Background: an optimization exercise with open tools, aiming at small area, a short achievable clock period and few clock cycles per item. Do not read the settings as production practice. RTL that was checked went through simulation tests only; none was proved equivalent to the original. The RTL of run 1 was laid out without a check of its function.

==> design.v <==
`timescale 1ns/1ps
package lc4_pkg;
    parameter int XLEN = 16;
    typedef logic [XLEN-1:0] word_t;
    typedef logic [2:0]      reg_idx_t;
    typedef logic [2:0]      nzp_t;
    typedef word_t           imm_t;
    localparam nzp_t NZP_NEG  = 3'b100;
    localparam nzp_t NZP_ZERO = 3'b010;
    localparam nzp_t NZP_POS  = 3'b001;
    typedef enum logic [3:0] {
        OPC_ARITH   = 4'b0001,
        OPC_LOGIC   = 4'b0101,
        OPC_CONST   = 4'b1001,
        OPC_HICONST = 4'b1101
    } opcode_e;
    typedef enum logic [3:0] {
        ALU_ADD,
        ALU_SUB,
        ALU_MUL,
        ALU_ADDI,
        ALU_AND,
        ALU_OR,
        ALU_XOR,
        ALU_NOT,
        ALU_ANDI,
        ALU_CONST,
        ALU_HICONST,
        ALU_NOP
    } alu_op_e;
endpackage
`timescale 1ns/1ps
module lc4_regfile
(
    input  logic        gwe,
    input  logic        i_arst_n,
    input  logic [7:0]  i_rs_hot,
    input  logic [7:0]  i_rt_hot,
    output logic [15:0] o_rs_data,
    output logic [15:0] o_rt_data,
    input  logic        i_we,
    input  logic [2:0]  i_wsel,
    input  logic [15:0] i_wdata
);
    logic [15:0] regs [8];
    logic [15:0] wdata;
    logic [7:0]  wen;
    always_comb begin
        o_rs_data = '0;
        o_rt_data = '0;
        for (int i = 0; i < 8; i++) begin
            o_rs_data = o_rs_data | (regs[i] & {16{i_rs_hot[i]}});
            o_rt_data = o_rt_data | (regs[i] & {16{i_rt_hot[i]}});
        end
    end
    assign wdata = i_wdata & {16{i_arst_n}};
    always_comb begin
        for (int i = 0; i < 8; i++) begin
            wen[i] = ~i_arst_n | (i_we & (i_wsel == 3'(i)));
        end
    end
    always_ff @(posedge gwe) begin
        for (int i = 0; i < 8; i++) begin
            if (wen[i]) begin
                regs[i] <= wdata;
            end
        end
    end
endmodule
`timescale 1ns/1ps
module lc4_decode
(
    input  logic [15:0] i_insn,
    output logic        o_we,
    output logic        o_mul,
    output logic        o_use_a,
    output logic        o_use_b
);
    logic arith;
    logic logic_op;
    assign arith    = (i_insn[15:12] == 4'b0001);
    assign logic_op = (i_insn[15:12] == 4'b0101);
    assign o_we     = (arith & (i_insn[5:3] != 3'b011)) | logic_op |
                      (i_insn[15:12] == 4'b1001) | (i_insn[15:12] == 4'b1101);
    assign o_mul    = arith & (i_insn[5:3] == 3'b001);
    assign o_use_a  = arith | logic_op;
    assign o_use_b  = (arith & ~i_insn[5]) |
                      (logic_op & ~i_insn[5] & (i_insn[4:3] != 2'b01)) |
                      (i_insn[15:12] == 4'b1101);
endmodule
`timescale 1ns/1ps
module insn_queue
(
    input  logic        gwe,
    input  logic        i_arst_n,
    input  logic        i_xload,       
    input  logic        i_valid,
    input  logic [15:0] i_insn,
    output logic        o_ready,
    output logic        o_valid,
    output logic [15:0] o_insn,
    output logic [7:0]  o_rs_hot,
    output logic [7:0]  o_rt_hot,
    output logic        o_cimm,        
    output logic        o_csub,        
    output logic        o_cnot,        
    output logic [15:0] o_src_insn,    
    output logic [7:0]  o_src_rs_hot,
    output logic [7:0]  o_src_rt_hot
);
    logic        s_valid;
    logic [15:0] s_insn;
    logic        src_valid;
    logic [2:0]  bsel;
    logic [7:0]  rs_hot;
    logic [7:0]  rt_hot;
    assign o_ready    = ~s_valid;
    assign src_valid  = s_valid | i_valid;
    assign o_src_insn = s_valid ? s_insn : i_insn;
    always_ff @(posedge gwe or negedge i_arst_n) begin
        if (!i_arst_n) begin
            s_valid <= 1'b0;
            o_valid <= 1'b0;
        end else begin
            s_valid <= ~i_xload & src_valid;
            if (i_xload) begin
                o_valid <= src_valid;
            end
        end
    end
    always_ff @(posedge gwe) begin
        if (!s_valid) begin
            s_insn <= i_insn;
        end
    end
    assign bsel = (o_src_insn[15:12] == 4'b1101) ? o_src_insn[11:9] : o_src_insn[2:0];
    always_comb begin
        for (int i = 0; i < 8; i++) begin
            rs_hot[i] = (o_src_insn[8:6] == 3'(i));
            rt_hot[i] = (bsel == 3'(i));
        end
    end
    assign o_src_rs_hot = rs_hot;
    assign o_src_rt_hot = rt_hot;
    always_ff @(posedge gwe) begin
        if (i_xload) begin
            o_cimm   <= o_src_insn[5] & ~o_src_insn[15];
            o_csub   <= (o_src_insn[15:12] == 4'b0001) & (o_src_insn[5:3] == 3'b010);
            o_cnot   <= (o_src_insn[15:12] == 4'b0101) & (o_src_insn[5:3] == 3'b001);
            o_insn   <= o_src_insn;
            o_rs_hot <= rs_hot;
            o_rt_hot <= rt_hot;
        end
    end
endmodule
`timescale 1ns/1ps
module lc4_execute
(
    input  logic [15:0] i_insn,
    input  logic        i_cimm,
    input  logic        i_csub,
    input  logic        i_cnot,
    input  logic [15:0] i_a,
    input  logic [15:0] i_b,
    output logic [15:0] o_s,
    output logic [15:0] o_c,
    output logic [15:0] o_d,
    output logic        o_k
);
    logic        arith;
    logic        logic_op;
    logic        is_const;
    logic        is_hiconst;
    logic        op_sum;
    logic        op_mul;
    logic        op_p;
    logic        op_g;
    logic [15:0] imm5;
    logic [15:0] immv;
    logic [15:0] y;
    logic [15:0] p;
    logic [15:0] g;
    logic [15:0] sum;
    logic [15:0] ms;
    logic [15:0] mc;
    logic [15:0] md;
    logic        mk;
    assign arith      = (i_insn[15:14] == 2'b00);
    assign logic_op   = (i_insn[15:14] == 2'b01);
    assign is_const   = (i_insn[15:14] == 2'b10);
    assign is_hiconst = (i_insn[15:14] == 2'b11);
    assign op_mul     = arith & (i_insn[5:3] == 3'b001);
    assign op_sum     = arith & ~op_mul;
    assign op_p       = logic_op & ~i_insn[5] & (i_insn[4:3] != 2'b00);
    assign op_g       = logic_op & (i_insn[5] | ~i_insn[3]);
    assign imm5 = {{11{i_insn[4]}}, i_insn[4:0]};
    assign immv = is_const ? {{7{i_insn[8]}}, i_insn[8:0]} : {i_insn[7:0], 8'h00};
    assign y = i_cimm ? imm5 : ((i_b ^ {16{i_csub}}) | {16{i_cnot}});
    assign sum = i_a + y + {15'd0, i_csub};
    assign p   = i_a ^ y;
    assign g   = i_a & y;
    lc4_mul16 u_mul (.i_a(i_a), .i_b(i_b), .o_s(ms), .o_c(mc), .o_r2(md), .o_k(mk));
    assign o_s = (sum & {16{op_sum}}) | (p & {16{op_p}}) | (g & {16{op_g}}) |
                 (ms & {16{op_mul}}) | (immv & {16{is_const | is_hiconst}}) |
                 ({8'h00, i_b[7:0]} & {16{is_hiconst}});
    assign o_c = mc & {16{op_mul}};
    assign o_d = md & {16{op_mul}};
    assign o_k = mk & op_mul;
endmodule
module lc4_add16
(
    input  logic [15:0] i_a,
    input  logic [15:0] i_b,
    input  logic        i_cin,
    output logic [15:0] o_sum,
    output logic [15:0] o_p,
    output logic [15:0] o_g
);
    logic [15:0] p;
    logic [15:0] g;
    logic [15:0] gg;
    logic [15:0] pp;
    always_comb begin
        p  = i_a ^ i_b;
        g  = i_a & i_b;
        gg = g;
        pp = p;
        gg[0] = g[0] | (p[0] & i_cin);
        for (int l = 0; l < 4; l++) begin
            for (int i = (2 << l) - 1; i < 16; i += (2 << l)) begin
                gg[i] = gg[i] | (pp[i] & gg[i - (1 << l)]);
                pp[i] = pp[i] & pp[i - (1 << l)];
            end
        end
        for (int l = 2; l >= 0; l--) begin
            for (int i = (3 << l) - 1; i < 16; i += (2 << l)) begin
                gg[i] = gg[i] | (pp[i] & gg[i - (1 << l)]);
                pp[i] = pp[i] & pp[i - (1 << l)];
            end
        end
        o_sum = p ^ {gg[14:0], i_cin};
        o_p   = p;
        o_g   = g;
    end
endmodule
module lc4_mul16
(
    input  logic [15:0] i_a,
    input  logic [15:0] i_b,
    output logic [15:0] o_s,
    output logic [15:0] o_c,
    output logic [15:0] o_r2,
    output logic        o_k
);
    logic one0;
    logic two0;
    logic neg0;
    logic pp1;
    logic pp2;
    logic pp3;
    logic pp4;
    logic pp5;
    logic pp6;
    logic pp7;
    logic pp8;
    logic pp9;
    logic pp10;
    logic pp11;
    logic pp12;
    logic pp13;
    logic pp14;
    logic pp15;
    logic pp16;
    logic one1;
    logic two1;
    logic neg1;
    logic pp17;
    logic pp18;
    logic pp19;
    logic pp20;
    logic pp21;
    logic pp22;
    logic pp23;
    logic pp24;
    logic pp25;
    logic pp26;
    logic pp27;
    logic pp28;
    logic pp29;
    logic pp30;
    logic one2;
    logic two2;
    logic neg2;
    logic pp31;
    logic pp32;
    logic pp33;
    logic pp34;
    logic pp35;
    logic pp36;
    logic pp37;
    logic pp38;
    logic pp39;
    logic pp40;
    logic pp41;
    logic pp42;
    logic one3;
    logic two3;
    logic neg3;
    logic pp43;
    logic pp44;
    logic pp45;
    logic pp46;
    logic pp47;
    logic pp48;
    logic pp49;
    logic pp50;
    logic pp51;
    logic pp52;
    logic one4;
    logic two4;
    logic neg4;
    logic pp53;
    logic pp54;
    logic pp55;
    logic pp56;
    logic pp57;
    logic pp58;
    logic pp59;
    logic pp60;
    logic one5;
    logic two5;
    logic neg5;
    logic pp61;
    logic pp62;
    logic pp63;
    logic pp64;
    logic pp65;
    logic pp66;
    logic one6;
    logic two6;
    logic neg6;
    logic pp67;
    logic pp68;
    logic pp69;
    logic pp70;
    logic one7;
    logic two7;
    logic neg7;
    logic pp71;
    logic pp72;
    logic s73;
    logic c74;
    logic s75;
    logic c76;
    logic s77;
    logic c78;
    logic s79;
    logic c80;
    logic s81;
    logic c82;
    logic s83;
    logic c84;
    logic s85;
    logic c86;
    logic s87;
    logic c88;
    logic s89;
    logic c90;
    logic s91;
    logic c92;
    logic s93;
    logic c94;
    logic s95;
    logic c96;
    logic s97;
    logic c98;
    logic s99;
    logic c100;
    logic s101;
    logic c102;
    logic s103;
    logic c104;
    logic s105;
    logic c106;
    logic s107;
    logic s108;
    logic s109;
    logic s110;
    logic c111;
    logic s112;
    logic c113;
    logic s114;
    logic c115;
    logic s116;
    logic c117;
    logic s118;
    logic c119;
    logic s120;
    logic c121;
    logic s122;
    logic c123;
    logic s124;
    logic c125;
    logic s126;
    logic c127;
    logic s128;
    logic c129;
    logic s130;
    logic c131;
    logic s132;
    logic c133;
    logic s134;
    logic c135;
    logic s136;
    logic c137;
    logic s138;
    logic c139;
    logic s140;
    logic c141;
    logic s142;
    logic c143;
    logic s144;
    logic c145;
    logic s146;
    logic s147;
    logic s148;
    logic c149;
    logic s150;
    logic c151;
    logic s152;
    logic c153;
    logic s154;
    logic c155;
    logic s156;
    logic c157;
    logic s158;
    logic c159;
    logic s160;
    logic c161;
    logic s162;
    logic c163;
    logic s164;
    assign one0 = i_b[0] ^ 1'b0;
    assign two0 = (i_b[1] & ~i_b[0] & ~1'b0) | (~i_b[1] & i_b[0] & 1'b0);
    assign neg0 = i_b[1];
    assign pp1 = (one0 & i_a[0]) ^ neg0;
    assign pp2 = ((one0 & i_a[1]) | (two0 & i_a[0])) ^ neg0;
    assign pp3 = ((one0 & i_a[2]) | (two0 & i_a[1])) ^ neg0;
    assign pp4 = ((one0 & i_a[3]) | (two0 & i_a[2])) ^ neg0;
    assign pp5 = ((one0 & i_a[4]) | (two0 & i_a[3])) ^ neg0;
    assign pp6 = ((one0 & i_a[5]) | (two0 & i_a[4])) ^ neg0;
    assign pp7 = ((one0 & i_a[6]) | (two0 & i_a[5])) ^ neg0;
    assign pp8 = ((one0 & i_a[7]) | (two0 & i_a[6])) ^ neg0;
    assign pp9 = ((one0 & i_a[8]) | (two0 & i_a[7])) ^ neg0;
    assign pp10 = ((one0 & i_a[9]) | (two0 & i_a[8])) ^ neg0;
    assign pp11 = ((one0 & i_a[10]) | (two0 & i_a[9])) ^ neg0;
    assign pp12 = ((one0 & i_a[11]) | (two0 & i_a[10])) ^ neg0;
    assign pp13 = ((one0 & i_a[12]) | (two0 & i_a[11])) ^ neg0;
    assign pp14 = ((one0 & i_a[13]) | (two0 & i_a[12])) ^ neg0;
    assign pp15 = ((one0 & i_a[14]) | (two0 & i_a[13])) ^ neg0;
    assign pp16 = ((one0 & i_a[15]) | (two0 & i_a[14])) ^ neg0;
    assign one1 = i_b[2] ^ i_b[1];
    assign two1 = (i_b[3] & ~i_b[2] & ~i_b[1]) | (~i_b[3] & i_b[2] & i_b[1]);
    assign neg1 = i_b[3];
    assign pp17 = (one1 & i_a[0]) ^ neg1;
    assign pp18 = ((one1 & i_a[1]) | (two1 & i_a[0])) ^ neg1;
    assign pp19 = ((one1 & i_a[2]) | (two1 & i_a[1])) ^ neg1;
    assign pp20 = ((one1 & i_a[3]) | (two1 & i_a[2])) ^ neg1;
    assign pp21 = ((one1 & i_a[4]) | (two1 & i_a[3])) ^ neg1;
    assign pp22 = ((one1 & i_a[5]) | (two1 & i_a[4])) ^ neg1;
    assign pp23 = ((one1 & i_a[6]) | (two1 & i_a[5])) ^ neg1;
    assign pp24 = ((one1 & i_a[7]) | (two1 & i_a[6])) ^ neg1;
    assign pp25 = ((one1 & i_a[8]) | (two1 & i_a[7])) ^ neg1;
    assign pp26 = ((one1 & i_a[9]) | (two1 & i_a[8])) ^ neg1;
    assign pp27 = ((one1 & i_a[10]) | (two1 & i_a[9])) ^ neg1;
    assign pp28 = ((one1 & i_a[11]) | (two1 & i_a[10])) ^ neg1;
    assign pp29 = ((one1 & i_a[12]) | (two1 & i_a[11])) ^ neg1;
    assign pp30 = ((one1 & i_a[13]) | (two1 & i_a[12])) ^ neg1;
    assign one2 = i_b[4] ^ i_b[3];
    assign two2 = (i_b[5] & ~i_b[4] & ~i_b[3]) | (~i_b[5] & i_b[4] & i_b[3]);
    assign neg2 = i_b[5];
    assign pp31 = (one2 & i_a[0]) ^ neg2;
    assign pp32 = ((one2 & i_a[1]) | (two2 & i_a[0])) ^ neg2;
    assign pp33 = ((one2 & i_a[2]) | (two2 & i_a[1])) ^ neg2;
    assign pp34 = ((one2 & i_a[3]) | (two2 & i_a[2])) ^ neg2;
    assign pp35 = ((one2 & i_a[4]) | (two2 & i_a[3])) ^ neg2;
    assign pp36 = ((one2 & i_a[5]) | (two2 & i_a[4])) ^ neg2;
    assign pp37 = ((one2 & i_a[6]) | (two2 & i_a[5])) ^ neg2;
    assign pp38 = ((one2 & i_a[7]) | (two2 & i_a[6])) ^ neg2;
    assign pp39 = ((one2 & i_a[8]) | (two2 & i_a[7])) ^ neg2;
    assign pp40 = ((one2 & i_a[9]) | (two2 & i_a[8])) ^ neg2;
    assign pp41 = ((one2 & i_a[10]) | (two2 & i_a[9])) ^ neg2;
    assign pp42 = ((one2 & i_a[11]) | (two2 & i_a[10])) ^ neg2;
    assign one3 = i_b[6] ^ i_b[5];
    assign two3 = (i_b[7] & ~i_b[6] & ~i_b[5]) | (~i_b[7] & i_b[6] & i_b[5]);
    assign neg3 = i_b[7];
    assign pp43 = (one3 & i_a[0]) ^ neg3;
    assign pp44 = ((one3 & i_a[1]) | (two3 & i_a[0])) ^ neg3;
    assign pp45 = ((one3 & i_a[2]) | (two3 & i_a[1])) ^ neg3;
    assign pp46 = ((one3 & i_a[3]) | (two3 & i_a[2])) ^ neg3;
    assign pp47 = ((one3 & i_a[4]) | (two3 & i_a[3])) ^ neg3;
    assign pp48 = ((one3 & i_a[5]) | (two3 & i_a[4])) ^ neg3;
    assign pp49 = ((one3 & i_a[6]) | (two3 & i_a[5])) ^ neg3;
    assign pp50 = ((one3 & i_a[7]) | (two3 & i_a[6])) ^ neg3;
    assign pp51 = ((one3 & i_a[8]) | (two3 & i_a[7])) ^ neg3;
    assign pp52 = ((one3 & i_a[9]) | (two3 & i_a[8])) ^ neg3;
    assign one4 = i_b[8] ^ i_b[7];
    assign two4 = (i_b[9] & ~i_b[8] & ~i_b[7]) | (~i_b[9] & i_b[8] & i_b[7]);
    assign neg4 = i_b[9];
    assign pp53 = (one4 & i_a[0]) ^ neg4;
    assign pp54 = ((one4 & i_a[1]) | (two4 & i_a[0])) ^ neg4;
    assign pp55 = ((one4 & i_a[2]) | (two4 & i_a[1])) ^ neg4;
    assign pp56 = ((one4 & i_a[3]) | (two4 & i_a[2])) ^ neg4;
    assign pp57 = ((one4 & i_a[4]) | (two4 & i_a[3])) ^ neg4;
    assign pp58 = ((one4 & i_a[5]) | (two4 & i_a[4])) ^ neg4;
    assign pp59 = ((one4 & i_a[6]) | (two4 & i_a[5])) ^ neg4;
    assign pp60 = ((one4 & i_a[7]) | (two4 & i_a[6])) ^ neg4;
    assign one5 = i_b[10] ^ i_b[9];
    assign two5 = (i_b[11] & ~i_b[10] & ~i_b[9]) | (~i_b[11] & i_b[10] & i_b[9]);
    assign neg5 = i_b[11];
    assign pp61 = (one5 & i_a[0]) ^ neg5;
    assign pp62 = ((one5 & i_a[1]) | (two5 & i_a[0])) ^ neg5;
    assign pp63 = ((one5 & i_a[2]) | (two5 & i_a[1])) ^ neg5;
    assign pp64 = ((one5 & i_a[3]) | (two5 & i_a[2])) ^ neg5;
    assign pp65 = ((one5 & i_a[4]) | (two5 & i_a[3])) ^ neg5;
    assign pp66 = ((one5 & i_a[5]) | (two5 & i_a[4])) ^ neg5;
    assign one6 = i_b[12] ^ i_b[11];
    assign two6 = (i_b[13] & ~i_b[12] & ~i_b[11]) | (~i_b[13] & i_b[12] & i_b[11]);
    assign neg6 = i_b[13];
    assign pp67 = (one6 & i_a[0]) ^ neg6;
    assign pp68 = ((one6 & i_a[1]) | (two6 & i_a[0])) ^ neg6;
    assign pp69 = ((one6 & i_a[2]) | (two6 & i_a[1])) ^ neg6;
    assign pp70 = ((one6 & i_a[3]) | (two6 & i_a[2])) ^ neg6;
    assign one7 = i_b[14] ^ i_b[13];
    assign two7 = (i_b[15] & ~i_b[14] & ~i_b[13]) | (~i_b[15] & i_b[14] & i_b[13]);
    assign neg7 = i_b[15];
    assign pp71 = (one7 & i_a[0]) ^ neg7;
    assign pp72 = ((one7 & i_a[1]) | (two7 & i_a[0])) ^ neg7;
    assign s73 = pp3 ^ pp17 ^ neg1;
    assign c74 = (pp3 & pp17) | (pp3 & neg1) | (pp17 & neg1);
    assign s75 = pp4 ^ pp18;
    assign c76 = pp4 & pp18;
    assign s77 = pp5 ^ pp19 ^ pp31;
    assign c78 = (pp5 & pp19) | (pp5 & pp31) | (pp19 & pp31);
    assign s79 = pp6 ^ pp20 ^ pp32;
    assign c80 = (pp6 & pp20) | (pp6 & pp32) | (pp20 & pp32);
    assign s81 = pp7 ^ pp21 ^ pp33;
    assign c82 = (pp7 & pp21) | (pp7 & pp33) | (pp21 & pp33);
    assign s83 = pp43 ^ neg3;
    assign c84 = pp43 & neg3;
    assign s85 = pp8 ^ pp22 ^ pp34;
    assign c86 = (pp8 & pp22) | (pp8 & pp34) | (pp22 & pp34);
    assign s87 = pp9 ^ pp23;
    assign c88 = pp9 & pp23;
    assign s89 = pp11 ^ pp25;
    assign c90 = pp11 & pp25;
    assign s91 = pp12 ^ pp26;
    assign c92 = pp12 & pp26;
    assign s93 = pp13 ^ pp27 ^ pp39;
    assign c94 = (pp13 & pp27) | (pp13 & pp39) | (pp27 & pp39);
    assign s95 = pp49 ^ pp57;
    assign c96 = pp49 & pp57;
    assign s97 = pp14 ^ pp28 ^ pp40;
    assign c98 = (pp14 & pp28) | (pp14 & pp40) | (pp28 & pp40);
    assign s99 = pp50 ^ pp58;
    assign c100 = pp50 & pp58;
    assign s101 = pp15 ^ pp29 ^ pp41;
    assign c102 = (pp15 & pp29) | (pp15 & pp41) | (pp29 & pp41);
    assign s103 = pp51 ^ pp59 ^ pp65;
    assign c104 = (pp51 & pp59) | (pp51 & pp65) | (pp59 & pp65);
    assign s105 = pp69 ^ pp71;
    assign c106 = pp69 & pp71;
    assign s107 = pp16 ^ pp30 ^ pp42;
    assign s108 = pp52 ^ pp60 ^ pp66;
    assign s109 = pp70 ^ pp72;
    assign s110 = s77 ^ neg2 ^ c76;
    assign c111 = (s77 & neg2) | (s77 & c76) | (neg2 & c76);
    assign s112 = s79 ^ c78;
    assign c113 = s79 & c78;
    assign s114 = s81 ^ s83 ^ c80;
    assign c115 = (s81 & s83) | (s81 & c80) | (s83 & c80);
    assign s116 = s85 ^ pp44 ^ c82;
    assign c117 = (s85 & pp44) | (s85 & c82) | (pp44 & c82);
    assign s118 = s87 ^ pp35 ^ pp45;
    assign c119 = (s87 & pp35) | (s87 & pp45) | (pp35 & pp45);
    assign s120 = pp53 ^ neg4;
    assign c121 = pp53 & neg4;
    assign s122 = pp10 ^ pp24 ^ pp36;
    assign c123 = (pp10 & pp24) | (pp10 & pp36) | (pp24 & pp36);
    assign s124 = pp46 ^ pp54 ^ c88;
    assign c125 = (pp46 & pp54) | (pp46 & c88) | (pp54 & c88);
    assign s126 = s89 ^ pp37 ^ pp47;
    assign c127 = (s89 & pp37) | (s89 & pp47) | (pp37 & pp47);
    assign s128 = pp55 ^ pp61 ^ neg5;
    assign c129 = (pp55 & pp61) | (pp55 & neg5) | (pp61 & neg5);
    assign s130 = s91 ^ pp38 ^ pp48;
    assign c131 = (s91 & pp38) | (s91 & pp48) | (pp38 & pp48);
    assign s132 = pp56 ^ pp62 ^ c90;
    assign c133 = (pp56 & pp62) | (pp56 & c90) | (pp62 & c90);
    assign s134 = s93 ^ s95 ^ pp63;
    assign c135 = (s93 & s95) | (s93 & pp63) | (s95 & pp63);
    assign s136 = pp67 ^ neg6 ^ c92;
    assign c137 = (pp67 & neg6) | (pp67 & c92) | (neg6 & c92);
    assign s138 = s97 ^ s99 ^ pp64;
    assign c139 = (s97 & s99) | (s97 & pp64) | (s99 & pp64);
    assign s140 = pp68 ^ c94 ^ c96;
    assign c141 = (pp68 & c94) | (pp68 & c96) | (c94 & c96);
    assign s142 = s101 ^ s103 ^ s105;
    assign c143 = (s101 & s103) | (s101 & s105) | (s103 & s105);
    assign s144 = neg7 ^ c98 ^ c100;
    assign c145 = (neg7 & c98) | (neg7 & c100) | (c98 & c100);
    assign s146 = s107 ^ s108 ^ s109;
    assign s147 = c102 ^ c104 ^ c106;
    assign s148 = s116 ^ c84 ^ c115;
    assign c149 = (s116 & c84) | (s116 & c115) | (c84 & c115);
    assign s150 = s118 ^ s120 ^ c86;
    assign c151 = (s118 & s120) | (s118 & c86) | (s120 & c86);
    assign s152 = s122 ^ s124 ^ c119;
    assign c153 = (s122 & s124) | (s122 & c119) | (s124 & c119);
    assign s154 = s126 ^ s128 ^ c123;
    assign c155 = (s126 & s128) | (s126 & c123) | (s128 & c123);
    assign s156 = s130 ^ s132 ^ c127;
    assign c157 = (s130 & s132) | (s130 & c127) | (s132 & c127);
    assign s158 = s134 ^ s136 ^ c131;
    assign c159 = (s134 & s136) | (s134 & c131) | (s136 & c131);
    assign s160 = s138 ^ s140 ^ c135;
    assign c161 = (s138 & s140) | (s138 & c135) | (s140 & c135);
    assign s162 = s142 ^ s144 ^ c139;
    assign c163 = (s142 & s144) | (s142 & c139) | (s144 & c139);
    assign s164 = s146 ^ s147 ^ c143;
    logic [7:0] lo_s;
    logic [7:0] lo_c;
    assign lo_s[0] = pp1;
    assign lo_c[0] = neg0;
    assign o_c[0] = 1'b0;
    assign o_r2[0] = 1'b0;
    assign lo_s[1] = pp2;
    assign lo_c[1] = 1'b0;
    assign o_c[1] = 1'b0;
    assign o_r2[1] = 1'b0;
    assign lo_s[2] = s73;
    assign lo_c[2] = 1'b0;
    assign o_c[2] = 1'b0;
    assign o_r2[2] = 1'b0;
    assign lo_s[3] = s75;
    assign lo_c[3] = c74;
    assign o_c[3] = 1'b0;
    assign o_r2[3] = 1'b0;
    assign lo_s[4] = s110;
    assign lo_c[4] = 1'b0;
    assign o_c[4] = 1'b0;
    assign o_r2[4] = 1'b0;
    assign lo_s[5] = s112;
    assign lo_c[5] = c111;
    assign o_c[5] = 1'b0;
    assign o_r2[5] = 1'b0;
    assign lo_s[6] = s114;
    assign lo_c[6] = c113;
    assign o_c[6] = 1'b0;
    assign o_r2[6] = 1'b0;
    assign lo_s[7] = s148;
    assign lo_c[7] = 1'b0;
    assign o_c[7] = 1'b0;
    assign o_r2[7] = 1'b0;
    assign o_s[8] = s150;
    assign o_c[8] = c117;
    assign o_r2[8] = c149;
    assign o_s[9] = s152;
    assign o_c[9] = c121;
    assign o_r2[9] = c151;
    assign o_s[10] = s154;
    assign o_c[10] = c125;
    assign o_r2[10] = c153;
    assign o_s[11] = s156;
    assign o_c[11] = c129;
    assign o_r2[11] = c155;
    assign o_s[12] = s158;
    assign o_c[12] = c133;
    assign o_r2[12] = c157;
    assign o_s[13] = s160;
    assign o_c[13] = c137;
    assign o_r2[13] = c159;
    assign o_s[14] = s162;
    assign o_c[14] = c141;
    assign o_r2[14] = c161;
    assign o_s[15] = s164;
    assign o_c[15] = c145;
    assign o_r2[15] = c163;
    assign {o_k, o_s[7:0]} = {1'b0, lo_s} + {1'b0, lo_c};
endmodule
`timescale 1ns/1ps
module lc4_core
(
    input  logic        gwe,
    input  logic        i_arst_n,
    input  logic        i_insn_valid,
    input  logic [15:0] i_insn,
    output logic        o_insn_ready,
    output logic        o_ret_valid,
    input  logic        i_ret_ready,
    output logic [15:0] o_ret_insn,
    output logic        o_ret_we,
    output logic [2:0]  o_ret_wsel,
    output logic [15:0] o_ret_data,
    output logic [2:0]  o_ret_nzp
);
    logic        x_valid;
    logic [15:0] x_insn;
    logic [7:0]  x_rs_hot;
    logic [7:0]  x_rt_hot;
    logic [7:0]  y_rd_hot;
    logic [7:0]  x_rd_hot;
    logic [7:0]  in_rs_hot;
    logic [7:0]  in_rt_hot;
    logic        in_use_a;
    logic        in_use_b;
    logic        h_xi_a;
    logic        h_xi_b;
    logic        h_yi_a;
    logic        h_yi_b;
    logic        h_yx_a;
    logic        h_yx_b;
    logic        x_go;
    logic        byp_a_f;
    logic        byp_b_f;
    logic        stall_f;
    logic        byp_a_h;
    logic        byp_b_h;
    logic        stall_h;
    logic        byp_a;
    logic        byp_b;
    logic        x_we;
    logic        x_mul;
    logic        x_use_a;
    logic        x_use_b;
    logic [15:0] rf_a;
    logic [15:0] rf_b;
    logic [15:0] a;
    logic [15:0] b;
    logic [15:0] x_s;
    logic [15:0] x_c;
    logic [15:0] x_d;
    logic        x_k;
    logic        stall;
    logic        y_free;
    logic        x_fire;
    logic        x_load;
    logic        x_cimm;
    logic        x_csub;
    logic        x_cnot;
    logic [15:0] src_insn;
    logic        y_valid;
    logic [15:0] y_insn;
    logic [15:0] y_s;
    logic [15:8] y_c;
    logic [15:8] y_d;
    logic        y_k;
    logic [15:8] y_t;
    logic [15:8] y_u;
    logic [15:8] y_hi;
    logic        y_fwd;    
    logic        y_mw;     
    logic [15:0] y_sum;
    logic        y_zero;
    assign y_free       = ~y_valid | i_ret_ready;
    assign x_fire       = x_valid & y_free & ~stall;
    assign x_load       = ~x_valid | (y_free & ~stall);
    insn_queue u_in (
        .gwe      (gwe),
        .i_arst_n (i_arst_n),
        .i_xload  (x_load),
        .i_valid  (i_insn_valid),
        .i_insn   (i_insn),
        .o_ready  (o_insn_ready),
        .o_valid  (x_valid),
        .o_insn   (x_insn),
        .o_rs_hot (x_rs_hot),
        .o_rt_hot (x_rt_hot),
        .o_cimm   (x_cimm),
        .o_csub   (x_csub),
        .o_cnot   (x_cnot),
        .o_src_insn   (src_insn),
        .o_src_rs_hot (in_rs_hot),
        .o_src_rt_hot (in_rt_hot)
    );
    lc4_decode u_idec (
        .i_insn  (src_insn),
        .o_we    (),
        .o_mul   (),
        .o_use_a (in_use_a),
        .o_use_b (in_use_b)
    );
    lc4_decode u_xdec (
        .i_insn  (x_insn),
        .o_we    (x_we),
        .o_mul   (x_mul),
        .o_use_a (x_use_a),
        .o_use_b (x_use_b)
    );
    lc4_regfile u_rf (
        .gwe       (gwe),
        .i_arst_n  (i_arst_n),
        .i_rs_hot  (x_rs_hot),
        .i_rt_hot  (x_rt_hot),
        .o_rs_data (rf_a),
        .o_rt_data (rf_b),
        .i_we      (y_valid & i_ret_ready & (y_fwd | y_mw)),
        .i_wsel    (y_insn[11:9]),
        .i_wdata   (y_sum)
    );
    always_comb begin
        for (int i = 0; i < 8; i++) begin
            y_rd_hot[i] = (y_insn[11:9] == 3'(i));
            x_rd_hot[i] = (x_insn[11:9] == 3'(i));
        end
    end
    assign h_xi_a = |(x_rd_hot & in_rs_hot);
    assign h_xi_b = |(x_rd_hot & in_rt_hot);
    assign h_yi_a = |(y_rd_hot & in_rs_hot);
    assign h_yi_b = |(y_rd_hot & in_rt_hot);
    assign h_yx_a = |(y_rd_hot & x_rs_hot);
    assign h_yx_b = |(y_rd_hot & x_rt_hot);
    assign x_go    = x_valid & ~stall;
    assign byp_a_f = x_go & x_we & ~x_mul & h_xi_a;
    assign byp_b_f = x_go & x_we & ~x_mul & h_xi_b;
    assign stall_f = x_go & x_mul & ((h_xi_a & in_use_a) | (h_xi_b & in_use_b));
    assign byp_a_h = y_fwd & (x_valid ? h_yx_a : h_yi_a);
    assign byp_b_h = y_fwd & (x_valid ? h_yx_b : h_yi_b);
    assign stall_h = y_mw & (x_valid ? ((h_yx_a & x_use_a) | (h_yx_b & x_use_b))
                                     : ((h_yi_a & in_use_a) | (h_yi_b & in_use_b)));
    always_ff @(posedge gwe) begin
        byp_a <= y_free ? byp_a_f : byp_a_h;
        byp_b <= y_free ? byp_b_f : byp_b_h;
    end
    always_ff @(posedge gwe or negedge i_arst_n) begin
        if (!i_arst_n) begin
            stall <= 1'b0;
        end else begin
            stall <= y_free ? stall_f : stall_h;
        end
    end
    assign a = byp_a ? y_s : rf_a;
    assign b = byp_b ? y_s : rf_b;
    lc4_execute u_alu (
        .i_insn (x_insn),
        .i_cimm (x_cimm),
        .i_csub (x_csub),
        .i_cnot (x_cnot),
        .i_a    (a),
        .i_b    (b),
        .o_s    (x_s),
        .o_c    (x_c),
        .o_d    (x_d),
        .o_k    (x_k)
    );
    always_ff @(posedge gwe or negedge i_arst_n) begin
        if (!i_arst_n) begin
            y_valid <= 1'b0;
            y_fwd   <= 1'b0;
            y_mw    <= 1'b0;
        end else if (y_free) begin
            y_valid <= x_fire;
            y_fwd   <= x_fire & x_we & ~x_mul;
            y_mw    <= x_fire & x_mul;
        end
    end
    always_ff @(posedge gwe) begin
        if (y_free) begin
            y_insn <= x_insn;
            y_s    <= x_s;
            y_c    <= x_c[15:8];
            y_d    <= x_d[15:8];
            y_k    <= x_k;
        end
    end
    assign y_t   = y_s[15:8] ^ y_c ^ y_d;
    assign y_u   = {(y_s[14:8] & y_c[14:8]) | (y_s[14:8] & y_d[14:8]) |
                    (y_c[14:8] & y_d[14:8]), 1'b0};
    assign y_hi  = y_t + y_u + {7'd0, y_k};
    assign y_sum = {y_hi, y_s[7:0]};
    assign y_zero = ~|y_s[7:0] &
                    &(~(y_t ^ y_u ^ {y_t[14:8] | y_u[14:8], y_k}));
    assign o_ret_valid = y_valid;
    assign o_ret_insn  = y_insn;
    assign o_ret_we    = y_fwd | y_mw;
    assign o_ret_wsel  = y_insn[11:9];
    assign o_ret_data  = y_sum;
    assign o_ret_nzp   = {y_sum[15], y_zero, ~y_sum[15] & ~y_zero};
endmodule
==> run.sh <==
#!/bin/bash
# synth_recipe.tcl (not shown) runs the flow's synth.tcl, then flattens the netlist and writes it again
# the make line also repeats each setting of config.mk as NAME=value (left out here)
make -C /OpenROAD-flow-scripts/flow DESIGN_CONFIG=/design/flow/config.mk WORK_HOME=/design/flow/orfs CLKGATE_MAP_FILE= SYNTH_SCRIPT=/design/flow/synth_recipe.tcl finish
==> config.mk <==
export PLATFORM = sky130hd
export DESIGN_NAME = lc4_core
export DESIGN_NICKNAME = lc4_core
export VERILOG_FILES = /design/flow/design.v
export SDC_FILE = /design/flow/constraint.sdc
export NUM_CORES = 4
export LEC_CHECK = 0
export ABC_AREA = 0
export CAP_MARGIN = 20
export CORE_MARGIN = 2
export CORE_UTILIZATION = 40
export PLACE_DENSITY = 0.6
export SETUP_SLACK_MARGIN = 4.0
export SLEW_MARGIN = 20
export TNS_END_PERCENT = 0
==> constraint.sdc <==
create_clock -name core_clock -period 8.2 [get_ports {gwe}]
set_input_delay 1.6400 -clock core_clock [delete_from_list [all_inputs] [get_ports {gwe}]]
set_output_delay 1.6400 -clock core_clock [all_outputs]
set_load 0.01 [all_outputs]
==> parameters.txt, run 1 <==
Parameter                              Value

Finish
  Share of post-route cells with drive strength above 1 ... 19.0%
  Total number of nets in the final design ... 1709
  Number of antenna diodes ... 0
  Fillers ... 3562
  Area delta synth->final ... 19.9%

Worst setup path
  Critical-path cell list ... buf_6 -> buf_6 -> a22oi_2 -> nand4_1 -> mux2i_4 -> buf_6 -> buf_6 -> buf_6 -> or2_4 -> o211ai_1 -> a21oi_2 -> fa_1 -> fa_2 -> xnor2_2 -> xnor2_1 -> xnor2_1 -> xnor2_1 -> xnor2_1 -> xnor2_1 -> xnor3_1 -> xnor2_2 -> o21ai_1
  Crit path largest cell delay ... 0.45 ns
  Worst path slowest cell ... sky130_fd_sc_hd__fa_1
  Worst R2R Path Depth ... 22
  Worst-path fanout max ... 6
  Element type at the critical path start ... register
  Endpoint class of the critical path ... register
  WP data arrival ... 5.09 ns
  Required time of the worst setup path ... 8.44 ns
  Setup Crit Path Kind ... reg2reg

Routing
  Total wire length after detailed routing ... 53.2 mm
  Avg WL per Cell ... 24.8 microns
  DRT Pass-1 Iters ... 7
  Number of nets still failing antenna checks after routing ... 0
  Post-detailed-route via-to-cell ratio ... 6.29
  Residual DRC ... 0
  Via total after detailed routing ... 13500
  1st-iter DRT viols ... 1750

CTS
  Root buffer selected by CTS ... sky130_fd_sc_hd__clkbuf_16
  CTS tree ... done
  Clock sink count ... 236
  Clock insertion delay at the later pin of the skew report ... 0.54 ns
  Number of buffers created by CTS ... 25
  CTS H-Tree Depth ... 1
  Number of buffers on the longest clock path ... 3
  Clock-pin slew of the registers on the worst-case setup and hold paths ... 0.06 ns

Synth
  Post-synthesis cell area ... 15600 sq um
  Async set-reset flop share out of synthesis ... 2.54%
  Area fraction of the dominant cell type after synthesis ... 40.9%
  Sequential share of the synthesized area ... 44.2%
  Library cell occupying the most area in the post-synthesis netlist ... sky130_fd_sc_hd__edfxtp_1
  Synth cell count leaders ... 212 x sky130_fd_sc_hd__edfxtp_1, 139 x sky130_fd_sc_hd__a22oi_1, 111 x sky130_fd_sc_hd__nor2_1
  Synth Instances ... 1499
  Post-synth top flop ... sky130_fd_sc_hd__edfxtp_1
  Post-synthesis register bit count ... 236
  Number of enable flip-flop cells after synthesis ... 212
  Number of warnings reported in the yosys synthesis log ... 4
  Average cell area after synthesis ... 10.4 sq um
  Most frequently used cell type in the post-synthesis netlist ... sky130_fd_sc_hd__edfxtp_1
  Biggest area contributors in the synthesized netlist ... sky130_fd_sc_hd__edfxtp_1 41%, sky130_fd_sc_hd__a22oi_1 6.7%, sky130_fd_sc_hd__fa_1 5.0%
  Distinct cell type count after synthesis ... 72
  Synthesized netlist net count ... 1602

STA
  Final Critical Period ... 4.85 ns
  Relative slew margins ... 33.4%
  Max Fclk ... 206 MHz
  Final number of setup-violating endpoints ... 0
  Share of the clock period used by the worst path ... 59.1%
  Sum Neg Setup Slack ... 0 ns
  Setup clock skew after layout ... 0.0124 ns
  Number of hold violations in the final report ... 0
  RSZ-0062 raised after global routing ... yes
  Slew Limit Fails ... 0
  Slew of the pin with the lowest slew margin ... 0.996 ns

Job
  Number of maximum-capacitance violations ... 0

Global route
  Largest net degree at the start of global routing ... 44
  Vias in the first global route ... 12800
  Wire length of the first global-routing pass ... 79.6 mm
  Antenna violations before repair ... 1
  Total gr overflow ... 0
  GR Util All Layers ... 25.5%

Floorplan
  Top Ports ... 61
  Number of placement rows ... 72
  Die outline height ... 201 microns
  Die area ... 40500 sq um
  Initial core utilization ... 40.4%
  Horizontal die dimension ... 201 microns
  Core area ... 38600 sq um

Min path
  Path type of the worst min-delay path ... reg2reg
  Hold Crit Depth ... 0

Place
  Count of port buffers added during placement ... 60
  Final GP Congestion ... 0.908
  Hpwl dp ... 35.1 mm

Run status
  Run status ... timing/DRC/antenna clean
metrics by stage:
stage	util, %	instances	hold WS, ns	instance area [sq um]	setup slack (ns)
global route	48.4	2143	0.474	18700	3.19
finish	48.4	2143	0.453	18700	3.35
floorplan	-	1499	0.418	15600	3.44
detailed placement	42.9	1994	0.440	16500	2.52
CTS	47.5	2119	0.449	18300	3.44
global placement	42.9	1994	0.437	16500	2.65
worst max-delay path, delay by kind of cell, from the launching register on:
family | cells | cell delay (ns)
multiplexers | 1 | 0.33
buffers and inverters | 5 | 0.60
XOR/XNOR | 8 | 1.38
AO/OA/AOI/OAI | 4 | 0.57
adder cells (fa/ha/maj) | 2 | 0.82
flip-flops | 1 | 0.44
AND/OR/NAND/NOR | 2 | 0.40
final timing paths:
| kind | from | end | slack, ns |
|---|---|---|---|
| worst max register to register | u_in.o_rt_hot[3] | y_s[15] | 3.35 |
| max in group asynchronous | i_arst_n | y_fwd | 6.44 |
| worst max-delay path | u_in.o_rt_hot[3] | y_s[15] | 3.35 |
| worst min register to register | u_in.o_insn[12] | y_insn[12] | 0.45 |
| worst min-delay path | u_in.o_insn[12] | y_insn[12] | 0.45 |
| min in group asynchronous | i_arst_n | y_mw | 1.49 |
cell usage in the layout (no fill, tap or decap), drive strengths merged, types with 39 or more instances in the layout:
master / netlist / layout
fa: 39 / 39
clkdlybuf4s50: 0 / 53
edfxtp: 212 / 212
a22oi: 143 / 143
inv: 69 / 69
nand4: 39 / 39
mux2i: 38 / 39
xnor2: 68 / 68
nand2: 82 / 82
nor2: 111 / 111
ha: 44 / 44
buf: 45 / 138
a21oi: 107 / 107
o21ai: 92 / 92
final cells by class:
type,instances,area [sq um],share of cell area [%]
Clock buffer,31,668,3.58
Multi-Input combinational cell,1077,8320,44.6
Timing Repair Buffer,195,1710,9.18
Inverter,71,278,1.49
Sequential cell,236,6880,36.9
Tap cell,518,648,3.47
Clock inverter,15,151,0.811
routing by layer:
layer | track usage [%] | routed length (microns) | vias to the layer above
met3 | 3.98 | 5520 | 167
met2 | 40.8 | 23900 | 932
met4 | 9.01 | 2380 | 0
met5 | 0 | 0 | -
li1 | - | - | 5916
met1 | 35.4 | 21400 | 6457
kinds of logic (layout without fill, tap and decap cells):
family	count (synthesis)	count (layout)	share of synthesized area, %
compound gates	499	499	21.4
fa+ha+maj	91	91	9.07
flops	236	236	44.2
xor+xnor	84	84	4.81
simple gates	335	336	10.2
mux	64	67	4.86
buf+inv	190	312	5.45
flip-flops by register name, summed over array words and instances, names as in the netlist, 8 cells and up:
signal         count
u_in.o_rs_hot      8
y_c                8
y_d                8
u_in.s_insn       16
y_insn            16
u_in.o_insn       16
u_rf.regs        128
y_s               16
u_in.o_rt_hot      8
repair_timing:
item | 4_1_cts | 5_1_grt
endpoints found under the setup margin | 34 | 29
pin swaps | 30 | 28
setup buffers | 73 | 22
gates cloned | 6 | 1
hold buffers | 0 | 0
gates resized for setup | 95 | 33
hold endpoints to repair | 0 | 0
==> run 2, diff against run 1 <==
--- a/design.v
+++ b/design.v
@@ -207,42 +207,6 @@
     assign o_d = md & {16{op_mul}};
     assign o_k = mk & op_mul;
 endmodule
-module lc4_add16
-(
-    input  logic [15:0] i_a,
-    input  logic [15:0] i_b,
-    input  logic        i_cin,
-    output logic [15:0] o_sum,
-    output logic [15:0] o_p,
-    output logic [15:0] o_g
-);
-    logic [15:0] p;
-    logic [15:0] g;
-    logic [15:0] gg;
-    logic [15:0] pp;
-    always_comb begin
-        p  = i_a ^ i_b;
-        g  = i_a & i_b;
-        gg = g;
-        pp = p;
-        gg[0] = g[0] | (p[0] & i_cin);
-        for (int l = 0; l < 4; l++) begin
-            for (int i = (2 << l) - 1; i < 16; i += (2 << l)) begin
-                gg[i] = gg[i] | (pp[i] & gg[i - (1 << l)]);
-                pp[i] = pp[i] & pp[i - (1 << l)];
-            end
-        end
-        for (int l = 2; l >= 0; l--) begin
-            for (int i = (3 << l) - 1; i < 16; i += (2 << l)) begin
-                gg[i] = gg[i] | (pp[i] & gg[i - (1 << l)]);
-                pp[i] = pp[i] & pp[i - (1 << l)];
-            end
-        end
-        o_sum = p ^ {gg[14:0], i_cin};
-        o_p   = p;
-        o_g   = g;
-    end
-endmodule
 module lc4_mul16
 (
     input  logic [15:0] i_a,
--- a/config.mk
+++ b/config.mk
@@ -5,11 +5,11 @@
 export SDC_FILE = /design/flow/constraint.sdc
 export NUM_CORES = 4
 export LEC_CHECK = 0
-export ABC_AREA = 0
+export ABC_AREA = 1
 export CAP_MARGIN = 20
 export CORE_MARGIN = 2
 export CORE_UTILIZATION = 40
 export PLACE_DENSITY = 0.6
-export SETUP_SLACK_MARGIN = 4.0
+export SETUP_SLACK_MARGIN = 3.5
 export SLEW_MARGIN = 20
 export TNS_END_PERCENT = 0
==> parameters.txt, run 2 <==
Parameter                              Value

STA
  Relative slew margins ... 18.7% (-15 points)
  Max Fclk ... 212 MHz (+2.8%)
  Final Critical Period ... 4.72 ns (-0.130 ns)
  Setup clock skew after layout ... 0.0159 ns (+0.00348 ns)
  Slew of the pin with the lowest slew margin ... 1.21 ns (+0.218 ns)
  Post-route setup slack ... 3.48 ns (+0.130 ns)
  Sum Neg Setup Slack ... 0 ns (unchanged)
  Number of hold violations in the final report ... 0 (unchanged)
  Share of the clock period used by the worst path ... 57.5% (-1.6 points)
  Slew Limit Fails ... 0 (unchanged)
  RSZ-0062 raised after global routing ... yes
  Final number of setup-violating endpoints ... 0 (unchanged)

Place
  Final GP Congestion ... 0.920 (+1.4%)
  DP Worst Slack ... 3.16 ns (+0.632 ns)
  Placed Cells ... 2387 (+20%)
  Hpwl dp ... 37.0 mm (+5.6%)
  Count of port buffers added during placement ... 60 (unchanged)
  Cell Area, Placed ... 16600 sq um (+0.59%)

Job
  Number of maximum-capacitance violations ... 0 (unchanged)

Floorplan
  Initial core utilization ... 40.8% (+0.43 points)
  Horizontal die dimension ... 203 microns (+0.98%)
  Core area ... 38900 sq um (+0.93%)
  Top Ports ... 61 (unchanged)
  Die outline height ... 203 microns (+0.98%)
  Number of placement rows ... 72 (unchanged)
  Die area ... 41300 sq um (+2.0%)

Routing
  Number of nets still failing antenna checks after routing ... 0 (unchanged)
  1st-iter DRT viols ... 1384 (-21%)
  Post-detailed-route via-to-cell ratio ... 5.48 (-13%)
  Avg WL per Cell ... 20.0 microns (-19%)
  DRT Pass-1 Iters ... 5 (-2)
  Total wire length after detailed routing ... 50.7 mm (-4.8%)
  Residual DRC ... 0 (unchanged)
  Via total after detailed routing ... 13900 (+2.9%)

Run status
  Run status ... timing/DRC/antenna clean

Synth
  Post-synth top flop ... sky130_fd_sc_hd__edfxtp_1
  Biggest area contributors in the synthesized netlist ... sky130_fd_sc_hd__edfxtp_1 40%, sky130_fd_sc_hd__nand2_1 13%, sky130_fd_sc_hd__fa_1 4.9%
  Synth cell count leaders ... 560 x sky130_fd_sc_hd__nand2_1, 212 x sky130_fd_sc_hd__edfxtp_1, 206 x sky130_fd_sc_hd__inv_1
  Async set-reset flop share out of synthesis ... 2.54% (unchanged)
  Post-synthesis register bit count ... 236 (unchanged)
  Most frequently used cell type in the post-synthesis netlist ... sky130_fd_sc_hd__nand2_1
  Number of enable flip-flop cells after synthesis ... 212 (unchanged)
  Library cell occupying the most area in the post-synthesis netlist ... sky130_fd_sc_hd__edfxtp_1
  Synthesized netlist net count ... 1982 (+24%)
  Synth Instances ... 1879 (+25%)
  Sequential share of the synthesized area ... 43.3% (-0.87 points)
  Post-synthesis cell area ... 15900 sq um (+2.0%)
  Distinct cell type count after synthesis ... 65 (-9.7%)
  Number of warnings reported in the yosys synthesis log ... 4 (unchanged)
  Area fraction of the dominant cell type after synthesis ... 40.1% (-0.81 points)
  Average cell area after synthesis ... 8.45 sq um (-19%)

Worst setup path
  Setup Crit Path Kind ... reg2out
  Endpoint class of the critical path ... output pin
  Worst-path fanout max ... 3 (-3)
  WP data arrival ... 3.08 ns (-2.01 ns)
  Critical path launch point ... y_s[8]
  Required time of the worst setup path ... 6.56 ns (-1.88 ns)
  Critical register-to-register path startpoint ... u_in.o_rt_hot[3]
  Element type at the critical path start ... register

Finish
  Number of antenna diodes ... 0 (unchanged)
  Top register by number of flip-flops ... u_rf.regs
  Share of post-route cells with drive strength above 1 ... 13.6% (-5.5 points)
  Summed area of non-filler cells in the final layout ... 18400 sq um (-1.2%)
  Max FFs per register ... 128 (unchanged)
  Final non-filler cell total ... 2532 (+18%)
  Area delta synth->final ... 16.1%
  Highest-count cells in the layout ignoring fill and taps ... 558 x sky130_fd_sc_hd__nand2_1, 212 x sky130_fd_sc_hd__edfxtp_1, 205 x sky130_fd_sc_hd__inv_1
  Most common library cell in the layout ignoring fill and taps ... sky130_fd_sc_hd__nand2_1
  Total number of nets in the final design ... 2096 (+23%)

CTS
  Root buffer selected by CTS ... sky130_fd_sc_hd__clkbuf_16
  Number of buffers created by CTS ... 27 (+8.0%)
  Hold buffer count at CTS ... 0 (unchanged)
  Clock sink count ... 236 (unchanged)
  CTS tree ... done
  Clock-pin slew of the registers on the worst-case setup and hold paths ... 0.06 ns (about the same)
  Number of buffers on the longest clock path ... 3 (unchanged)
  CTS H-Tree Depth ... 1 (unchanged)
  Clock insertion delay at the later pin of the skew report ... 0.56 ns (+0.02 ns)

Global route
  Total gr overflow ... 0 (unchanged)
  Wire length of the first global-routing pass ... 76.9 mm (-3.4%)
  Largest net degree at the start of global routing ... 51 (+16%)
  GR Util All Layers ... 24.3% (-1.2 points)
  Antenna violations before repair ... 0 (-1)
  Vias in the first global route ... 13100 (+2.4%)

Min path
  Path type of the worst min-delay path ... reg2reg
  Hold Path Origin ... u_in.o_insn[12]
## run 2: worst paths after layout
path                                        to  slack (ns)  cells past startpoint
min in group asynchronous              y_valid        1.46                      2
worst max register to register         y_s[14]        3.52                     16
worst min-delay path                y_insn[12]        0.46                      0
max in group asynchronous                y_fwd        6.50                      2
worst max-delay path            o_ret_data[14]        3.48                     11
worst min register to register      y_insn[12]        0.46                      0
## run 2: layout make-up
class	instances	area [sq um]
Fill cell	3723	20500
Multi-Input combinational cell	1330	7770
Sequential cell	236	6880
Timing Repair Buffer	167	1420
Inverter	231	888
Clock buffer	34	722
Tap cell	518	648
Clock inverter	16	115
## run 2: cells by family (layout without fill, tap and decap cells)
family,Yosys count,in the layout,synth area share (%)
AOI/OAI and AO/OA,264,264,10.5
muxes,1,1,0.0630
xor gates and xnor gates,73,73,4.12
and+or+nand+nor,909,909,24.4
DFF,236,236,43.3
buffers and inverters,313,448,9.19
adders and majority gates,83,83,8.38
## run 2: metrics by stage
| step | hold slack [ns] | utilization, % |
|---|---|---|
| floorplan | 0.426 | - |
| global placement | 0.443 | 42.8 |
| detailed placement | 0.452 | 42.8 |
| CTS | 0.455 | 46.4 |
| global route | 0.474 | 47.4 |
| finish | 0.459 | 47.4 |
## run 2: per-layer routing
metal,track usage [%],wire length [microns],part of all wire [%]
met1,33.4,21800,43
met5,0,0,0
met3,3.87,4160,8.2
met4,7.27,1350,2.7
met2,39.5,23300,46
## run 2: timing repair
item	in CTS	in global routing
resized for setup	40	26
pin swaps	19	10
endpoints found under the setup margin	14	16
setup buffers	53	42
## run 2: critical path, stage by stage (launching register included)
cell	delay (ns)
sky130_fd_sc_hd__edfxtp_1	0.42
sky130_fd_sc_hd__fa_2	0.52
sky130_fd_sc_hd__ha_4	0.19
sky130_fd_sc_hd__fa_2	0.41
sky130_fd_sc_hd__nand3_1	0.09
sky130_fd_sc_hd__and2_4	0.16
sky130_fd_sc_hd__nor2_1	0.04
sky130_fd_sc_hd__o21ai_1	0.11
sky130_fd_sc_hd__nand2_1	0.10
sky130_fd_sc_hd__xnor2_2	0.17
sky130_fd_sc_hd__inv_1	0.06
sky130_fd_sc_hd__dlygate4sd2_1	0.28
Testbench counts of run 2, summed over its fixed seeds: cycles 16,336, items 16,000.
==> run 3, diff against run 2 <==
--- a/config.mk
+++ b/config.mk
@@ -8,8 +8,8 @@
 export ABC_AREA = 1
 export CAP_MARGIN = 20
 export CORE_MARGIN = 2
-export CORE_UTILIZATION = 40
-export PLACE_DENSITY = 0.6
-export SETUP_SLACK_MARGIN = 3.5
+export CORE_UTILIZATION = 60
+export PLACE_DENSITY = 0.75
+export SETUP_SLACK_MARGIN = 4.0
 export SLEW_MARGIN = 20
 export TNS_END_PERCENT = 0
==> parameters.txt, run 3 <==
Parameter                              Value

Floorplan
  Core area ... 26100 sq um (-33%)
  Die area ... 27800 sq um (-33%)
  Horizontal die dimension ... 167 microns (-18%)
  Initial core utilization ... 60.9% (+20 points)
  Die outline height ... 167 microns (-18%)
  Top Ports ... 61 (unchanged)
  Number of placement rows ... 59 (-18%)

Place
  Hpwl dp ... 35.1 mm (-5.1%)
  Final GP Congestion ... 0.984 (+6.9%)
  DP Worst Slack ... 3.23 ns (+0.0752 ns)
  Count of port buffers added during placement ... 60 (unchanged)
  Placed Cells ... 2207 (-7.5%)

CTS
  Hold buffer count at CTS ... 0 (unchanged)
  Number of buffers on the longest clock path ... 3 (unchanged)
  CTS tree ... done
  CTS H-Tree Depth ... 1 (unchanged)
  Clock-pin slew of the registers on the worst-case setup and hold paths ... 0.06 ns (about the same)
  Clock sink count ... 236 (unchanged)
  Clock insertion delay at the later pin of the skew report ... 0.56 ns (about the same)
  Number of buffers created by CTS ... 26 (-3.7%)
  Root buffer selected by CTS ... sky130_fd_sc_hd__clkbuf_16

Worst setup path
  Family of cells with the greatest summed delay on the critical path ... adder cells
  Worst R2R Path Depth ... 19 (+3)
  Critical register-to-register path startpoint ... u_in.o_rt_hot[2]
  Critical-path cell list ... fa_2 -> ha_4 -> fa_2 -> nand3_1 -> and2_4 -> nor2_1 -> o21ai_1 -> nand2_1 -> xnor2_2 -> inv_1 -> dlygate4sd2_1
  Required time of the worst setup path ... 6.56 ns (about the same)
  Critical path launch point ... y_c[8]
  WP data arrival ... 3.19 ns (+0.11 ns)
  Worst path slowest cell ... sky130_fd_sc_hd__fa_2
  Crit path largest cell delay ... 0.52 ns (about the same)
  Endpoint class of the critical path ... output pin
  Crit path depth ... 11 (unchanged)
  R2R setup slack ... 3.58 ns (+0.06 ns)
  Cell repeated most along the worst path ... sky130_fd_sc_hd__fa_2
  Buffers and inverters on the worst path ... 2 (unchanged)
  Capturing element of the worst setup path ... o_ret_data[14]
  Worst-path fanout max ... 3 (unchanged)
  Crit Reg-Reg Endpoint ... y_s[14]
  Setup Crit Path Kind ... reg2out
  Element type at the critical path start ... register

Synth
  Combinational family with the most area after synthesis ... simple AND/OR/NAND/NOR gates
  Distinct cell type count after synthesis ... 65 (unchanged)
  Post-synthesis cell area ... 15900 sq um (unchanged)
  Biggest area contributors in the synthesized netlist ... sky130_fd_sc_hd__edfxtp_1 40%, sky130_fd_sc_hd__nand2_1 13%, sky130_fd_sc_hd__fa_1 4.9%
  Async set-reset flop share out of synthesis ... 2.54% (unchanged)
  Fraction of the mapped netlist area in adder cells ... 8.38% (unchanged)
  Synth Area in Compound Gates ... 10.5% (unchanged)
  Multiplexer area fraction after synthesis ... 0.0630% (unchanged)
  Post-synth top flop ... sky130_fd_sc_hd__edfxtp_1
  Area fraction of the dominant cell type after synthesis ... 40.1% (unchanged)
  Sequential share of the synthesized area ... 43.3% (unchanged)
  Most frequently used cell type in the post-synthesis netlist ... sky130_fd_sc_hd__nand2_1
  Synth Instances ... 1879 (unchanged)
  Post-synthesis xor/xnor area fraction ... 4.12% (unchanged)
  Library cell occupying the most area in the post-synthesis netlist ... sky130_fd_sc_hd__edfxtp_1
  Average cell area after synthesis ... 8.45 sq um (unchanged)
  Post-synthesis register bit count ... 236 (unchanged)
  Post-synthesis simple-gate area fraction ... 24.4% (unchanged)
  Synthesized netlist net count ... 1982 (unchanged)
  Number of warnings reported in the yosys synthesis log ... 4 (unchanged)
  Synth cell count leaders ... 560 x sky130_fd_sc_hd__nand2_1, 212 x sky130_fd_sc_hd__edfxtp_1, 206 x sky130_fd_sc_hd__inv_1
  Number of enable flip-flop cells after synthesis ... 212 (unchanged)

Global route
  GR Util All Layers ... 35.1% (+11 points)
  Total gr overflow ... 0 (unchanged)
  Wire length of the first global-routing pass ... 75.1 mm (-2.3%)
  Antenna violations before repair ... 0 (unchanged)
  Vias in the first global route ... 13600 (+3.9%)
  Largest net degree at the start of global routing ... 51 (unchanged)

Run status
  Run status ... timing/DRC/antenna clean

Finish
  Number of antenna diodes ... 0 (unchanged)
  Highest-count cells in the layout ignoring fill and taps ... 557 x sky130_fd_sc_hd__nand2_1, 212 x sky130_fd_sc_hd__edfxtp_1, 203 x sky130_fd_sc_hd__inv_1
  Top register by number of flip-flops ... u_rf.regs
  Area delta synth->final ... 14.2%
  Max FFs per register ... 128 (unchanged)
  Most common library cell in the layout ignoring fill and taps ... sky130_fd_sc_hd__nand2_1
  Fillers ... 2022 (-46%)
  Total number of nets in the final design ... 2086 (-0.48%)
  Final non-filler cell total ... 2338 (-7.7%)
  Share of post-route cells with drive strength above 1 ... 13.4% (-0.18 points)

STA
  Max Fclk ... 207 MHz (-2.4%)
  Post-route setup slack ... 3.37 ns (-0.116 ns)
  Final Critical Period ... 4.83 ns (+0.116 ns)
  Slew Limit Fails ... 0 (unchanged)
  Number of hold violations in the final report ... 0 (unchanged)
  Share of the clock period used by the worst path ... 58.9% (+1.4 points)
  Slew of the pin with the lowest slew margin ... 1.13 ns (-0.0864 ns)
  Relative slew margins ... 24.4% (+5.6 points)
  Setup clock skew after layout ... 0.0255 ns (+0.00963 ns)
  Final number of setup-violating endpoints ... 0 (unchanged)
  RSZ-0062 raised after global routing ... yes
  Sum Neg Setup Slack ... 0 ns (unchanged)

Min path
  Path type of the worst min-delay path ... reg2reg

Job
  Number of maximum-capacitance violations ... 0 (unchanged)

Routing
  Via total after detailed routing ... 14200 (+2.5%)
  Number of nets still failing antenna checks after routing ... 0 (unchanged)
  Avg WL per Cell ... 21.4 microns (+6.9%)
  1st-iter DRT viols ... 1859 (+34%)
  Residual DRC ... 0 (unchanged)
  DRT Pass-1 Iters ... 7 (+2)
  Post-detailed-route via-to-cell ratio ... 6.08 (+11%)
  Total wire length after detailed routing ... 50.0 mm (-1.3%)
run 3: cell types whose count changed in the layout (fill, tap and decap cells not counted), sizes merged:
cell / previous run / this run
buf: 108 / 99
bufinv: 1 / 3
clkbuf: 37 / 33
clkinvlp: 2 / 6
dlygate4sd2: 2 / 1
dlymetal6s2s: 0 / 1
inv: 228 / 224
run 3: metal layers:
layer / global-route usage (%) / share of wire, %
met5: 1.57 / 0
met4: 16.8 / 5.5
met3: 6.23 / 10
met2: 56.4 / 46
met1: 46.2 / 38
run 3: cells by family (layout without fill, tap and decap cells):
family,count (synthesis),after routing
AOI/OAI and AO/OA,264,264
xor gates and xnor gates,73,73
adders and majority gates,83,83
buffers and inverters,313,437
DFF,236,236
muxes,1,1
and+or+nand+nor,909,909
run 3: how the worst min path moves through the flow:
| stage | from | to | slack [ns] | depth (start not counted) |
|---|---|---|---|---|
| after CTS | u_in.o_insn[8] | y_insn[8] | 0.46 | 0 |
| after global placement | u_in.o_insn[2] | y_insn[2] | 0.44 | 0 |
| final | u_in.o_insn[12] | y_insn[12] | 0.46 | 0 |
| after detailed placement | u_in.o_insn[2] | y_insn[2] | 0.44 | 0 |
| after floorplan | u_in.o_insn[12] | y_insn[12] | 0.43 | 0 |
| after global routing | u_in.o_insn[12] | y_insn[12] | 0.47 | 0 |
run 3: worst register-to-register path: cells and delay by family (launching register included):
kind	cells	cell delay [ns]
adder cells (fa/ha/maj)	3	1.51
AND/OR/NAND/NOR	9	0.97
AO/OA/AOI/OAI	3	0.64
buffers and inverters	3	0.51
flip-flops	1	0.48
XOR/XNOR	1	0.24
run 3: cell type report:
| class | count | area (sq um) | share of cell area [%] |
|---|---|---|---|
| inverters | 231 | 887 | 4.89 |
| well taps | 335 | 419 | 2.31 |
| clock buffers | 30 | 676 | 3.73 |
| clock inverters | 18 | 200 | 1.10 |
| flip-flops and latches | 236 | 6880 | 37.9 |
| repair buffers | 158 | 1320 | 7.29 |
| multi-input cells | 1330 | 7750 | 42.8 |
run 3: per-stage QoR:
stage                     util, %  hold WS (ns)  cell area (sq um)
after global placement       63.0         0.435              16400
after floorplan                 -         0.426              15900
after CTS                    67.9         0.461              17700
after global routing         69.6         0.473              18100
after detailed placement     63.0         0.439              16400
final                        69.6         0.463              18100
run 3: repair_timing:
item / in CTS / in global routing
gates resized for setup: 24 / 44
setup endpoints to repair: 30 / 30
cloned: 0 / 0
pin swaps: 13 / 24
setup buffers: 43 / 40

## re-timing with driven ports
Ports are ideal in the flow. The routed layouts listed here were re-timed in OpenROAD. Step 1 (the two cells are an assumption about what drives the block):
set clk [get_ports {gwe}]
set_driving_cell -lib_cell sky130_fd_sc_hd__clkbuf_16 $clk
set_driving_cell -lib_cell sky130_fd_sc_hd__buf_2 [delete_from_list [all_inputs] $clk]
Step 2 moves the port delays by t, midway between the first and last clock arrival at a register: inputs arrive t later, outputs are due t later. That takes back most of the time a late clock gives input paths. a / b / c = no drivers / after step 1 / after step 2; a / b = the first two.
| run | t, ns | setup WS [ns] | worst setup path at the end | slew at the worst register clock pin (ns) | worst slew at a driven data input, ns |
|---|---|---|---|---|---|
| run 1 | 0.578 | 3.354 / 3.354 / 3.354 | register to register | 0.07 / 0.07 | 0.05 |
| run 2 | 0.601 | 3.484 / 3.435 / 3.521 | register to register | 0.07 / 0.07 | 0.04 |
| run 3 | 0.599 | 3.368 / 3.317 / 3.581 | register to register | 0.07 / 0.07 | 0.04 |
After both steps every run listed still meets setup and hold.
